What follows belongs to an exercise in optimizing a design on an open flow for small area; a production flow would make more cautious choices.
Function was checked by simulation only, so behaviour that the tests miss may differ from the original.

[design/flow/design.v]
package link_pkg;
    typedef logic [32-1:0] data_word_t;
    typedef struct packed {
        data_word_t           data;
        logic [5-1:0] inv;
    } link_word_t;
endpackage
package stats_pkg;
    typedef logic [11-1:0] bin_count_t;
    typedef struct packed {
        logic [5-1:0] max_bin;
        logic [22-1:0]     weighted_sum;
    } stats_report_t;
    typedef enum logic [1:0] {
        SCAN_IDLE,
        SCAN_RUN,
        SCAN_DONE
    } scan_state_e;
endpackage
module bi_seg_encoder #(
    parameter int SEG_W = 6
) (
    input  logic             clk,
    input  logic             rst_n,
    input  logic             en_i,
    input  logic [SEG_W-1:0] seg_i,
    output logic [SEG_W-1:0] seg_o,
    output logic             inv_o
);
    localparam int DIFF_W = $clog2(SEG_W + 1);
    localparam int HALF = SEG_W / 2;
    localparam bit TIE_HOLD = (SEG_W % 2 == 0);
    logic [SEG_W-1:0]  diff;
    logic [DIFF_W-1:0] diff_cnt;
    logic              inv_next;
    assign diff = seg_i ^ seg_o;
    always_comb begin
        diff_cnt = '0;
        for (int b = 0; b < SEG_W; b++) begin
            diff_cnt = diff_cnt + DIFF_W'(diff[b]);
        end
    end
    assign inv_next = (diff_cnt > HALF) || (TIE_HOLD && (diff_cnt == HALF) && inv_o);
    always_ff @(posedge clk or negedge rst_n) begin
        if (!rst_n) begin
            seg_o <= '0;
            inv_o <= 1'b0;
        end else if (en_i) begin
            seg_o <= inv_next ? ~seg_i : seg_i;
            inv_o <= inv_next;
        end
    end
endmodule
module bi_encoder (
    input  logic                 clk,
    input  logic                 rst_n,
    input  logic                 in_valid_i,
    input  link_pkg::data_word_t data_i,
    output link_pkg::link_word_t link_o,
    output logic                 link_valid_o
);
    localparam int N_WIDE = ((32 + 5) % 5);
    localparam int N_NARROW = 5 - ((32 + 5) % 5);
    localparam int WIDE_W = 7;
    localparam int NARROW_W = 6;
    localparam int NARROW_BASE = N_WIDE * WIDE_W;
    wire [32-1:0] enc_data;
    wire [5-1:0]  enc_inv;
    for (genvar i = 0; i < N_WIDE; i++) begin : g_wide
        bi_seg_encoder #(.SEG_W(WIDE_W)) u_seg (
            .clk   (clk),
            .rst_n (rst_n),
            .en_i  (in_valid_i),
            .seg_i (data_i[i*WIDE_W +: WIDE_W]),
            .seg_o (enc_data[i*WIDE_W +: WIDE_W]),
            .inv_o (enc_inv[i])
        );
    end
    for (genvar j = 0; j < N_NARROW; j++) begin : g_narrow
        bi_seg_encoder #(.SEG_W(NARROW_W)) u_seg (
            .clk   (clk),
            .rst_n (rst_n),
            .en_i  (in_valid_i),
            .seg_i (data_i[NARROW_BASE + j*NARROW_W +: NARROW_W]),
            .seg_o (enc_data[NARROW_BASE + j*NARROW_W +: NARROW_W]),
            .inv_o (enc_inv[N_WIDE + j])
        );
    end
    assign link_o = {enc_data, enc_inv};
    always_ff @(posedge clk or negedge rst_n) begin
        if (!rst_n) begin
            link_valid_o <= 1'b0;
        end else begin
            link_valid_o <= in_valid_i;
        end
    end
endmodule
module bi_decoder (
    input  logic                 clk,
    input  logic                 rst_n,
    input  link_pkg::link_word_t link_i,
    input  logic                 link_valid_i,
    output link_pkg::data_word_t data_o,
    output logic                 out_valid_o
);
    localparam int N_WIDE = ((32 + 5) % 5);
    localparam int N_NARROW = 5 - ((32 + 5) % 5);
    localparam int WIDE_W = 7;
    localparam int NARROW_W = 6;
    localparam int NARROW_BASE = N_WIDE * WIDE_W;
    wire [32-1:0] restored;
    for (genvar i = 0; i < N_WIDE; i++) begin : g_wide
        assign restored[i*WIDE_W +: WIDE_W] =
            link_i.data[i*WIDE_W +: WIDE_W] ^ {WIDE_W{link_i.inv[i]}};
    end
    for (genvar j = 0; j < N_NARROW; j++) begin : g_narrow
        assign restored[NARROW_BASE + j*NARROW_W +: NARROW_W] =
            link_i.data[NARROW_BASE + j*NARROW_W +: NARROW_W] ^ {NARROW_W{link_i.inv[N_WIDE + j]}};
    end
    always_ff @(posedge clk or negedge rst_n) begin
        if (!rst_n) begin
            data_o      <= '0;
            out_valid_o <= 1'b0;
        end else begin
            out_valid_o <= link_valid_i;
            if (link_valid_i) begin
                data_o <= restored;
            end
        end
    end
endmodule
module transition_stats (
    input  logic                     clk,
    input  logic                     rst_n,
    input  link_pkg::link_word_t     link_i,
    input  logic                     link_valid_i,
    input  logic                     report_req_i,
    output stats_pkg::stats_report_t report_o,
    output logic                     report_valid_o
);
    localparam int BUS_W = (32 + 5);
    localparam int BINS = 21;
    localparam int TGL_W = $clog2(BUS_W + 1);
    localparam int IDX_W = 5;
    localparam int SUM_W = 22;
    link_pkg::link_word_t  prev_q;
    logic [BUS_W-1:0]      toggles;
    logic [TGL_W-1:0]      tgl_cnt;
    logic [IDX_W-1:0]      bin_idx;
    stats_pkg::bin_count_t bins_q [BINS];
    stats_pkg::scan_state_e state_q;
    logic [IDX_W-1:0]       scan_idx_q;
    stats_pkg::bin_count_t  scan_cnt;
    stats_pkg::bin_count_t  run_max_q;
    logic [IDX_W-1:0]       max_idx_q;
    logic [SUM_W-1:0]       run_sum_q;
    assign toggles = link_i ^ prev_q;
    always_comb begin
        tgl_cnt = '0;
        for (int b = 0; b < BUS_W; b++) begin
            tgl_cnt = tgl_cnt + TGL_W'(toggles[b]);
        end
    end
    assign bin_idx = (tgl_cnt > TGL_W'(BINS - 1)) ? IDX_W'(BINS - 1) : IDX_W'(tgl_cnt);
    always_ff @(posedge clk or negedge rst_n) begin
        if (!rst_n) begin
            prev_q <= '0;
            for (int b = 0; b < BINS; b++) begin
                bins_q[b] <= '0;
            end
        end else if (link_valid_i) begin
            prev_q <= link_i;
            if (bins_q[bin_idx] != '1) begin
                bins_q[bin_idx] <= bins_q[bin_idx] + 1'b1;
            end
        end
    end
    assign scan_cnt = bins_q[scan_idx_q];
    always_ff @(posedge clk or negedge rst_n) begin
        if (!rst_n) begin
            state_q        <= stats_pkg::SCAN_IDLE;
            scan_idx_q     <= '0;
            run_max_q      <= '0;
            max_idx_q      <= '0;
            run_sum_q      <= '0;
            report_o       <= '0;
            report_valid_o <= 1'b0;
        end else begin
            report_valid_o <= 1'b0;
            unique case (state_q)
                stats_pkg::SCAN_IDLE: begin
                    if (report_req_i) begin
                        state_q    <= stats_pkg::SCAN_RUN;
                        scan_idx_q <= '0;
                        run_max_q  <= '0;
                        max_idx_q  <= '0;
                        run_sum_q  <= '0;
                    end
                end
                stats_pkg::SCAN_RUN: begin
                    if (scan_cnt > run_max_q) begin
                        run_max_q <= scan_cnt;
                        max_idx_q <= scan_idx_q;
                    end
                    run_sum_q <= run_sum_q + SUM_W'(scan_idx_q) * SUM_W'(scan_cnt);
                    if (scan_idx_q == IDX_W'(BINS - 1)) begin
                        state_q <= stats_pkg::SCAN_DONE;
                    end else begin
                        scan_idx_q <= scan_idx_q + 1'b1;
                    end
                end
                stats_pkg::SCAN_DONE: begin
                    report_o       <= {max_idx_q, run_sum_q};
                    report_valid_o <= 1'b1;
                    state_q        <= stats_pkg::SCAN_IDLE;
                end
                default: begin
                    state_q <= stats_pkg::SCAN_IDLE;
                end
            endcase
        end
    end
endmodule
module bi_link_top (
    input  logic                     clk,
    input  logic                     rst_n,
    input  logic                     in_valid_i,
    input  link_pkg::data_word_t     data_i,
    input  logic                     report_req_i,
    output link_pkg::link_word_t     link_o,
    output logic                     link_valid_o,
    output link_pkg::data_word_t     data_o,
    output logic                     out_valid_o,
    output stats_pkg::stats_report_t report_o,
    output logic                     report_valid_o
);
    bi_encoder u_encoder (
        .clk          (clk),
        .rst_n        (rst_n),
        .in_valid_i   (in_valid_i),
        .data_i       (data_i),
        .link_o       (link_o),
        .link_valid_o (link_valid_o)
    );
    bi_decoder u_decoder (
        .clk          (clk),
        .rst_n        (rst_n),
        .link_i       (link_o),
        .link_valid_i (link_valid_o),
        .data_o       (data_o),
        .out_valid_o  (out_valid_o)
    );
    transition_stats u_stats (
        .clk            (clk),
        .rst_n          (rst_n),
        .link_i         (link_o),
        .link_valid_i   (link_valid_o),
        .report_req_i   (report_req_i),
        .report_o       (report_o),
        .report_valid_o (report_valid_o)
    );
endmodule
[design/flow/run.sh]
#!/bin/bash
# synth_recipe.tcl (not shown) runs the flow's synth.tcl, then flattens the netlist and writes it again
# the make line also repeats each setting of config.mk as NAME=value (left out here)
make -C /OpenROAD-flow-scripts/flow DESIGN_CONFIG=/design/flow/config.mk WORK_HOME=/design/flow/orfs CLKGATE_MAP_FILE= SYNTH_SCRIPT=/design/flow/synth_recipe.tcl finish
[design/flow/config.mk]
export PLATFORM = sky130hd
export DESIGN_NAME = bi_link_top
export DESIGN_NICKNAME = bi_link_top
export VERILOG_FILES = /design/flow/design.v
export SDC_FILE = /design/flow/constraint.sdc
export NUM_CORES = 4
export LEC_CHECK = 0
export CAP_MARGIN = 20
export CORE_MARGIN = 2
export CORE_UTILIZATION = 40
export SLEW_MARGIN = 20
[design/flow/constraint.sdc]
create_clock -name core_clock -period 10.0 [get_ports {clk}]
set_input_delay 2.0000 -clock core_clock [delete_from_list [all_inputs] [get_ports {clk}]]
set_output_delay 2.0000 -clock core_clock [all_outputs]
set_load 0.01 [all_outputs]
==> flow_summary.ini <==
[critical_path]
crit_type = flop to flop
required_ps = 10460
crit_fanout = 22
reg2reg_from = u_encoder.g_wide[1].u_seg.inv_o
r2r_slack_ps = 620
critPathLaunch = u_encoder.g_wide[1].u_seg.inv_o
worst_path_most_repeated_cell = fa_1
crit_path_start_kind = flop
crit_arrival_ps = 9840
end_kind = flop
crit_chain = xor2_1 -> ha_1 -> inv_1 -> fa_1 -> fa_1 -> fa_1 -> fa_1 -> fa_1 -> fa_1 -> inv_1 -> ha_2 -> fa_1 -> nand2_1 -> nor2_1 -> a21boi_2 -> buf_4 -> a22oi_1 -> o22ai_1 -> a221o_1 -> o32ai_1 -> nor4_2 -> nand3_2 -> and3_1 -> mux2_4
slowest_delay_ps = 940
cp_slowest_cell = fa_1

[timing]
rsz0062_at_grt = no
skew_ps = 27.4
finalSetupTns_ps = 0
max_slew.worst_pin.slew_ps = 1180
relSlewSlack_pct = 19.1
fin_crit_ps = 9380
layout_setup_ws_ps = 621
timing.fmax_ghz = 0.107
drv_slew = 0
setup-violations-final = 0
timing_hold_violations_final = 0
fin_crit_sh_pct = 93.8

[clock_network]
cts_resized = 0
cts_hold_buf = 0
cts.htree.levels = 2
cts_root_buf = clkbuf_16
clk_path_buf_depth = 3
cts-buffers-inserted = 48
cts_sinks = 412
clk_latency_ps = 600
post_cts_buffers = 0
cts_tree = built
clk_pin_slew_ps = 60

[layout]
final_cells = 3205
areaGrowthSynthToFinish_pct = 16.2
drive_gt1_share_pct = 21.3
nNetsFinal = 2505
fillCellCount = 5709

[grt]
grt_pass1_vias = 19500
track_usage_pct = 26.8
grt_max_degree = 96
antenna_found_initial = 0
overflow = 0
grt_pass1_wl_um = 128000

[yosys]
synth-xor-area-share_pct = 5.88
netlist_area_sq_um = 25000
synth_common_cells = dfrtp_1 (412), mux2_2 (190), a22oi_1 (118), nor2_1 (114), inv_1 (111)
synth_top_area_cell = dfrtp_1
synth_top_area_share_pct = 41.3
synth_edf_count = 0
synthAdderAreaFrac_pct = 9.26
syn_nets = 2382
synth_area_leaders = dfrtp_1 (41%), mux2_2 (8.6%), fa_1 (5.6%)
ys_types = 85
ys_seq_area_share_pct = 41.3
yosysWarnings = 6
synth_compound_area_share_pct = 11.9
ys.flop_type = dfrtp_1
yosys.area_share.simple_pct = 8.90
synthCells = 2203
synthMuxAreaShare_pct = 18.0
synth-seq-cells = 412
synth_most_common_cell = dfrtp_1
avgSynthCellArea_sq_um = 11.3
async_flop_share_pct = 100
synth_top_family_by_area = multiplexers

[drt]
wire_per_inst_um = 26.7
wl_um = 85500
drt.antenna.violating_nets = 0
drc = 0
first_iter_violations = 1952
vias = 18900
via_per_inst = 5.91
drt-pass1-iter-count = 6

[outcome]
outcome = complete, no violations

[placed_design]
post-dp-hpwl_um = 61900
port_buffers = 134
place_congestion = 1.03
place_inst = 3113
pre_cts_slack_ps = 756

[die]
chipHeight_um = 254
std_cell_rows = 91
start_util_pct = 40.5
die_area_sq_um = 64500
core_area_sq_um = 61700
die_w_um = 254
ios = 135

[min_path]
worstHoldPathType = flop to flop
worstHoldStart = u_stats.run_sum_q[21]

[run]
maxCapViolCount = 0
per-layer routing:
metal  vias up  share of wire (%)  GRT usage [%]
met5         -              0.073          0.772
li1       8164                  -              -
met3       233                8.2           6.15
met2       871                 45           41.7
met1      9660                 41           35.0
met4         2                5.2           13.1
placed cells by master, fill, tap and decap left out, drive strengths merged, types with 7 or more instances in the layout:
master / synthesis / routed
mux2: 344 / 344
mux2i: 21 / 21
fa: 70 / 70
clkbuf: 83 / 66
a32oi: 13 / 13
nor2b: 11 / 11
o22ai: 10 / 10
and2: 24 / 24
xnor2: 92 / 92
nor2: 116 / 116
a21oi: 73 / 73
clkdlybuf4s50: 0 / 132
nand3: 72 / 72
ha: 73 / 73
clkinv: 1 / 14
nand2b: 8 / 8
nor4: 7 / 7
o2111ai: 7 / 7
a21o: 11 / 11
a22o: 13 / 13
o211ai: 12 / 12
and3: 23 / 23
a22oi: 118 / 118
inv: 111 / 113
nand2: 84 / 84
a31oi: 12 / 12
dfrtp: 412 / 412
xor2: 75 / 75
a221oi: 11 / 11
a32o: 7 / 7
o21ai: 65 / 65
nand4: 36 / 36
nor3: 29 / 29
o32a: 9 / 9
buf: 67 / 91
metrics by stage:
stage | hold WS, ps | util, % | cell area [sq um]
final | 480 | 47.0 | 29000
after global placement | 465 | 44.3 | 27400
after global routing | 498 | 47.0 | 29000
after detailed placement | 467 | 44.3 | 27400
after CTS | 482 | 47.0 | 29000
after floorplan | 439 | - | 25000
cell type report:
cell class	count	area [sq um]	share of cell area (%)
Antenna cell	2	5.00	0.0172
Clock buffer	66	1390	4.79
Clock inverter	24	274	0.944
Inverter	112	420	1.45
Multi-Input combinational cell	1529	13500	46.6
Sequential cell	412	10300	35.5
Tap cell	837	1050	3.61
Timing Repair Buffer	223	2040	7.02
sequential cells by signal, indices dropped and copies added, names as in the netlist:
name,count
u_stats.max_idx_q,5
u_stats.run_sum_q,22
u_encoder.g_wide.u_seg.seg_o,14
u_stats.prev_q,37
u_encoder.link_valid_o,1
u_stats.run_max_q,11
u_stats.state_q,2
u_stats.bins_q,231
u_stats.report_valid_o,1
u_encoder.g_narrow.u_seg.inv_o,3
u_encoder.g_narrow.u_seg.seg_o,18
u_stats.report_o,27
u_decoder.data_o,32
u_encoder.g_wide.u_seg.inv_o,2
u_stats.scan_idx_q,5
u_decoder.out_valid_o,1
worst max-delay path: cells and delay by family (launching register included):
kind / cells / cell delay (ps)
XOR/XNOR: 1 / 250
multiplexers: 1 / 460
flip-flops: 1 / 560
AO/OA/AOI/OAI: 5 / 1080
buffers and inverters: 3 / 430
AND/OR/NAND/NOR: 5 / 2220
adder cells (fa/ha/maj): 9 / 4230
logic make-up after synthesis:
group | after synthesis
buffers and inverters | 262
flip-flops | 412
XOR/XNOR | 167
multiplexers | 370
adder cells (fa/ha/maj) | 143
AO/OA/AOI/OAI | 415
AND/OR/NAND/NOR | 434
final timing paths:
check	to	depth (start not counted)
min in group asynchronous	u_stats.bins_q[4][6]	1
max	u_stats.bins_q[13][5]	24
min reg2reg	u_stats.run_sum_q[21]	1
min	u_stats.run_sum_q[21]	1
max in group asynchronous	u_encoder.link_valid_o	2
max reg2reg	u_stats.bins_q[13][5]	24

static timing again, ports no longer ideal:
No port has a modelled driver above. Below, the same layout with a new extraction and two added sets of constraints.
Step 1: set_driving_cell puts a clkbuf_16 on clk and a buf_2 on each other input, an assumption about the parent block.
Step 2, shift: input delay + t, output delay - t, t = (earliest + latest rising clock arrival at the registers) / 2. This alone moves slack from input paths to output paths.
a / b / c = no drivers / after step 1 / after step 2; a / b = the first two.
t (ns): 0.649
setup slack, ns: 0.621 / 0.621 / 0.621
worst setup path at the end: register to register
After both steps setup and hold are still met in this run. The setup slack of this run moves by 0.000 ns with the drivers and by 0.000 ns with both steps.
